This is an optimization exercise on Yosys and OpenROAD, whose aim is small area, not a production implementation.
Only simulation tests tie the RTL to the original design; equivalence was not proved.
The clock port is modelled as an ideal driver; clocking choices that lean on that would not hold on a real chip.
No activity file was given, so power comes from the tool's default toggle rates.

## old
==> flow/design.v <==
module decode_stage_reg_rfbit (
  input  logic [31:0] d,
  input  logic [31:0] s1,
  input  logic [31:0] s2,
  input  logic        alu,
  input  logic [2:0]  src_a,
  input  logic [2:0]  src_b,
  output logic        nrd1,
  output logic        nrd2,
  output logic        neq
);
  logic rd1, rd2, op_a, op_b;
  assign rd1  = |(d & s1);
  assign rd2  = |(d & s2);
  assign nrd1 = ~rd1;
  assign nrd2 = ~rd2;
  assign op_a = (rd1 & src_a[0]) | (alu & src_a[1]) | (d[0] & src_a[2]);
  assign op_b = (rd2 & src_b[0]) | (alu & src_b[1]) | (d[0] & src_b[2]);
  assign neq  = op_a ^ op_b;
endmodule
module decode_stage_reg #(
  parameter int DATA_W = 32,
  parameter int CNT_W  = 16
) (
  input  logic              clk,
  input  logic              reset,
  input  logic [31:0]       instr_d,
  input  logic [DATA_W-1:0] pc_plus_4_d,
  input  logic              valid_d,
  input  logic              stall_d,
  input  logic              flush_e,
  input  logic              branch_ne_d,
  input  logic              reg_we_w,
  input  logic [4:0]        reg_write_addr_w,
  input  logic [DATA_W-1:0] reg_write_data_w,
  input  logic [DATA_W-1:0] alu_result_m,
  input  logic [1:0]        forward_a_d,
  input  logic [1:0]        forward_b_d,
  output logic              branch_cond_d,
  output logic [DATA_W-1:0] pc_branch_d,
  output logic [DATA_W-1:0] reg_data_1_e,
  output logic [DATA_W-1:0] reg_data_2_e,
  output logic [4:0]        rs_e,
  output logic [4:0]        rt_e,
  output logic [4:0]        rd_e,
  output logic [DATA_W-1:0] imm_e,
  output logic [DATA_W-1:0] shamt_e,
  output logic [DATA_W-1:0] pc_plus_4_e,
  output logic              valid_e,
  output logic [CNT_W-1:0]  bubble_count
);
  logic [4:0] w_rs, w_rt;
  assign w_rs = instr_d[25:21];
  assign w_rt = instr_d[20:16];
  logic [31:1]       r_wr;             
  logic [31:1][DATA_W-1:0] r_mem;     
  logic [31:1]       w_wdec;           
  always_comb begin
    for (int i = 1; i < 32; i++) begin
      w_wdec[i] = reg_we_w & (reg_write_addr_w == i[4:0]);
    end
  end
  always_ff @(posedge clk or posedge reset) begin
    if (reset) r_wr <= '0;
    else       r_wr <= r_wr | w_wdec;
  end
  for (genvar i = 1; i < 32; i++) begin : g_reg
    logic [DATA_W-1:0] r_q;
    always_ff @(posedge clk) begin
      if (w_wdec[i]) r_q <= reg_write_data_w;
    end
    assign r_mem[i] = r_q;
  end
  logic [31:0] w_sel1, w_sel2;
  logic [3:0]  w_hi1, w_hi2;    
  logic [7:0]  w_lo1, w_lo2;    
  always_comb begin
    w_sel1[0] = reg_we_w & (reg_write_addr_w == w_rs) & (w_rs != 5'd0);
    w_sel2[0] = reg_we_w & (reg_write_addr_w == w_rt) & (w_rt != 5'd0);
    for (int k = 0; k < 4; k++) begin
      w_hi1[k] = (w_rs[4:3] == k[1:0]) & ~w_sel1[0];
      w_hi2[k] = (w_rt[4:3] == k[1:0]) & ~w_sel2[0];
    end
    for (int m = 0; m < 8; m++) begin
      w_lo1[m] = (w_rs[2:0] == m[2:0]);
      w_lo2[m] = (w_rt[2:0] == m[2:0]);
    end
    for (int i = 1; i < 32; i++) begin
      w_sel1[i] = w_hi1[i/8] & w_lo1[i%8] & r_wr[i];
      w_sel2[i] = w_hi2[i/8] & w_lo2[i%8] & r_wr[i];
    end
  end
  logic [2:0] w_src_a, w_src_b;
  assign w_src_a = {forward_a_d == 2'd2, forward_a_d == 2'd1,
                    forward_a_d == 2'd0 || forward_a_d == 2'd3};
  assign w_src_b = {forward_b_d == 2'd2, forward_b_d == 2'd1,
                    forward_b_d == 2'd0 || forward_b_d == 2'd3};
  logic [DATA_W-1:0] w_nrd1, w_nrd2, w_neq;
  for (genvar j = 0; j < DATA_W; j++) begin : g_bit
    logic [31:0] w_col;
    assign w_col[0] = reg_write_data_w[j];
    for (genvar i = 1; i < 32; i++) begin : g_col
      assign w_col[i] = r_mem[i][j];
    end
    decode_stage_reg_rfbit u_bit (
      .d    (w_col),
      .s1   (w_sel1),
      .s2   (w_sel2),
      .alu  (alu_result_m[j]),
      .src_a(w_src_a),
      .src_b(w_src_b),
      .nrd1 (w_nrd1[j]),
      .nrd2 (w_nrd2[j]),
      .neq  (w_neq[j])
    );
  end
  assign branch_cond_d = ~(|w_neq) ^ branch_ne_d;
  logic [15:0] w_aa, w_ab;
  logic [16:0] w_c;
  logic [13:0] w_hi, w_run;
  logic        w_gh, w_ph, w_flip;
  always_comb begin
    w_aa = pc_plus_4_d[17:2];
    w_ab = instr_d[15:0];
    pc_branch_d[1:0] = pc_plus_4_d[1:0];
    w_c[0] = 1'b0;
    for (int k = 0; k < 16; k++) begin
      pc_branch_d[k+2] = w_aa[k] ^ w_ab[k] ^ w_c[k];
      w_c[k+1]         = (w_aa[k] & w_ab[k]) | (w_c[k] & (w_aa[k] ^ w_ab[k]));
    end
    w_gh = 1'b0;
    w_ph = 1'b1;
    for (int k = 8; k < 16; k++) begin
      w_gh = (w_aa[k] & w_ab[k]) | ((w_aa[k] | w_ab[k]) & w_gh);
      w_ph = w_ph & (w_aa[k] | w_ab[k]);
    end
    w_flip = (w_gh | (w_ph & w_c[8])) ^ instr_d[15];
    w_hi   = pc_plus_4_d[31:18];
    w_run[0] = 1'b1;
    for (int k = 1; k < 14; k++) begin
      w_run[k] = w_run[k-1] & (w_hi[k-1] ^ instr_d[15]);
    end
    pc_branch_d[31:18] = w_hi ^ ({14{w_flip}} & w_run);
  end
  logic              w_bubble;
  logic              r_full;
  logic [DATA_W-1:0] r_reg_data_1;     
  logic [DATA_W-1:0] r_reg_data_2;
  logic [4:0]        r_rs;
  logic [4:0]        r_rt;
  logic [15:0]       r_imm;            
  logic [DATA_W-1:0] r_pc_plus_4;
  logic              r_valid;
  assign w_bubble = flush_e | stall_d;
  always_ff @(posedge clk or posedge reset) begin
    if (reset) r_full <= 1'b0;
    else       r_full <= ~w_bubble;
  end
  logic r_empty;
  always_ff @(posedge clk or posedge reset) begin
    if (reset) r_empty <= 1'b1;
    else       r_empty <= w_bubble;
  end
  always_ff @(posedge clk) begin
    r_reg_data_1 <= w_nrd1;
    r_reg_data_2 <= w_nrd2;
    r_rs         <= w_rs;
    r_rt         <= w_rt;
    r_imm        <= instr_d[15:0];
    r_pc_plus_4  <= pc_plus_4_d;
    r_valid      <= valid_d;
  end
  logic [15:0] w_imm_e;
  assign w_imm_e      = r_imm & {16{r_full}};
  assign reg_data_1_e = ~(r_reg_data_1 | {DATA_W{r_empty}});
  assign reg_data_2_e = ~(r_reg_data_2 | {DATA_W{r_empty}});
  assign rs_e         = r_rs & {5{r_full}};
  assign rt_e         = r_rt & {5{r_full}};
  assign rd_e         = w_imm_e[15:11];
  assign imm_e        = {{(DATA_W-16){w_imm_e[15]}}, w_imm_e};
  assign shamt_e      = {{(DATA_W-5){1'b0}}, w_imm_e[10:6]};
  assign pc_plus_4_e  = r_pc_plus_4 & {DATA_W{r_full}};
  assign valid_e      = r_valid & r_full;
  logic [CNT_W-1:0] r_bubble_count;
  always_ff @(posedge clk or posedge reset) begin
    if (reset) begin
      r_bubble_count <= {CNT_W{1'b0}};
    end else if (w_bubble && (r_bubble_count != {CNT_W{1'b1}})) begin
      r_bubble_count <= r_bubble_count + {{(CNT_W-1){1'b0}}, 1'b1};
    end
  end
  assign bubble_count = r_bubble_count;
endmodule
export LEC_CHECK = 0
export CAP_MARGIN = 20
export CORE_MARGIN = 2
export CORE_UTILIZATION = 75
export SLEW_MARGIN = 20
create_clock -name core_clock -period 12.0 [get_ports {clk}]
standard.sh (not shown) runs the stock make flow with config.mk's settings and CLKGATE_MAP_FILE= SYNTH_SCRIPT=/design/flow/synth_recipe.tcl, a recipe that flattens the netlist after the stock synthesis.
==> flow/flow/run.sh <==
#!/bin/bash
# Own layout flow: the standard ORFS flow (standard.sh) with
#  - the register-file read slice (decode_stage_reg_rfbit) mapped by hand
#    to cells (flow/rfbit_cells.v, swapped in by flow/rfbit.tcl),
#  - an area-oriented ABC script for the rest of the combinational logic and
#    full adders only from extract_fa (registers are mapped by the unchanged
#    dfflibmap step, so they keep the standard synthesis's names and cells),
#  - the smallest buffer on each port, and one tie cell for all the constant
#    outputs (shamt_e[31:5]) instead of one each,
#  - clock tree synthesis with sink clusters of up to 16 flip-flops, clkbuf_8
#    buffers and no dummy loads,
#  - after clock tree synthesis, gates enlarged by the repair steps that now
#    drive a single buffer set back to size 1 (flow/downsize.tcl); then a
#    gate or input port buffer whose only load is a buffer takes that
#    buffer's drive strength in its place when that is smaller
#    (flow/merge.tcl).
# make's full output goes to flow_make.log here; ORFS keeps each step's log
# under orfs/logs.
set -euo pipefail
W=$PWD
rm -rf "$W/scripts_local"
cp -r "$FLOW_HOME/scripts" "$W/scripts_local"
cp "$W/flow/abc_area.script" "$W/scripts_local/abc_area.script"
sed -i 's/^  extract_fa {\*}\[dont_use_extract_fa_args\]$/  extract_fa -fa/' "$W/scripts_local/synth.tcl"
grep -q '^  extract_fa -fa$' "$W/scripts_local/synth.tcl"
bash standard.sh \
  SCRIPTS_DIR="$W/scripts_local" \
  SYNTH_CANONICALIZE_TCL="$W/flow/rfbit.tcl" \
  ABC_AREA=1 \
  SKIP_REPAIR_TIE_FANOUT=1 \
  POST_CTS_TCL="$W/flow/post_cts.tcl" \
  "BUFFER_PORTS_ARGS=-buffer_cell sky130_fd_sc_hd__buf_1" \
  "CTS_ARGS=-sink_clustering_enable -repair_clock_nets -dont_use_dummy_load -sink_clustering_size 16 -sink_clustering_max_diameter 60 -buf_list {sky130_fd_sc_hd__clkbuf_8}" \
  finish > "$W/flow_make.log" 2>&1
==> flow/flow/post_cts.tcl <==
# POST_CTS_TCL hook: area clean-ups after clock tree synthesis, then the
# placement is legalised again.
source [file join [file dirname [info script]] downsize.tcl]
source [file join [file dirname [info script]] merge.tcl]
detailed_placement
check_placement -verbose
Other scripts of this flow, unchanged in this note and not shown: flow/flow/abc_area.script, flow/flow/downsize.tcl, flow/flow/merge.tcl, flow/flow/rfbit.tcl, flow/flow/rfbit_cells.v
old finished all stages; the layout is clean.
The inputs of new differ from those of old as listed below.
-- flow/flow/run.sh --
<<< old, line 15
#    buffer's drive strength in its place when that is smaller
#    (flow/merge.tcl).
# make's full output goes to flow_make.log here; ORFS keeps each step's log
>>> new, line 15
#    buffer's drive strength in its place when that is smaller
#    (flow/merge.tcl); then gates are made as small as their output slew
#    allows (flow/trim.tcl).
# make's full output goes to flow_make.log here; ORFS keeps each step's log
-- flow/flow/post_cts.tcl --
<<< old, line 4
source [file join [file dirname [info script]] merge.tcl]
detailed_placement
>>> new, line 4
source [file join [file dirname [info script]] merge.tcl]
source [file join [file dirname [info script]] trim.tcl]
detailed_placement
==> flow/flow/trim.tcl (new file) <==
# Gates above size 1 (outside the clock tree and the flip-flops) are tried at
# each smaller size, smallest first; a size is kept when every pin of the
# gate's output net stays within 80% of the library's slew limit; the
# later repair steps check the load (placement parasitics).
estimate_parasitics -placement
set trimmed 0
set saved 0.0
proc tr_ok {inst} {
  foreach op [get_pins -of_objects $inst -filter "direction==output"] {
    set net [get_nets -of_objects $op]
    foreach p [get_pins -of_objects $net] {
      if {[get_property $p slew_max] > 1.2} { return 0 }
    }
  }
  return 1
}
foreach inst [get_cells *] {
  set ref [get_property $inst ref_name]
  if {![regexp {^(sky130_fd_sc_hd__[a-z0-9]+)_([0-9]+)$} $ref -> base size]} { continue }
  if {$size <= 1} { continue }
  if {[regexp {__(buf|clkbuf|clkinv|clkdly|dly|df|edf|sdf|dl|conb|tap|fill|decap|diode)} $base]} { continue }
  set a0 [get_property [lindex [get_lib_cells */$ref] 0] area]
  foreach s {1 2 4} {
    if {$s >= $size} { break }
    set c [get_lib_cells -quiet */${base}_$s]
    if {[llength $c] == 0} { continue }
    replace_cell $inst [lindex $c 0]
    if {[tr_ok $inst]} {
      set saved [expr {$saved + $a0 - [get_property [lindex $c 0] area]}]
      incr trimmed
      break
    }
    replace_cell $inst [lindex [get_lib_cells */$ref] 0]
  }
}
puts "trim.tcl: $trimmed gates made smaller, [format %.1f $saved] um2"
Findings:
Having completed the whole flow, new delivered a layout that passed the timing, DRC and antenna checks.
Status: first-pass GRT wire length parity (old, new)
The sequential share of layout area in new sits 0.32 points above the value recorded for old.
As far as multi-input logic cell count goes, new and old are indistinguishable; the numbers are identical.
Diff old -> new: overall power of the completed layout saw little to no change, buffer and inverter count on the worst path saw a decrease, ratio of final minimum period to clock period saw an increase.
Taking old as the reference point, the biggest cell delay along the critical path of new rises by 90 ps.
Diff old..new | CTS clock-pin slew for the worst setup and hold paths | negligible
Between new and old, the difference in cell count is negligible.

-- port drivers added, routing unchanged --
The flow's constraints put no driver on any port. The routed layouts listed below were extracted and timed again, unchanged, in two steps.
Step 1 sets driving cells, clkbuf_16 on the clock port and buf_2 on the other inputs (assumed; they add their load-dependent delay and slew).
Step 2 adds t to the input delays and takes it off the output delays; t is the mean of the earliest and latest rising clock arrival at the registers after step 1. Input paths then give back, and output paths get back, about the clock's delay inside the block.
Three values: ideal ports, drivers, drivers and shift; two values: the first two.
run | t (ns) | setup WS [ns] | hold WS [ns] | worst data-port slew with drivers (ns) | pins driven straight from the clock port
old | 0.760 | 0.979 / 0.907 / 0.907 | 0.502 / 0.502 / 0.502 | 0.15 | 1
new | 0.762 | 0.947 / 0.880 / 0.880 | 0.493 / 0.493 / 0.493 | 0.14 | 1
After both steps setup and hold are still met in every run listed. For old, which loses most, drivers alone change the setup slack by -0.072 ns; drivers and shift together by -0.072 ns.
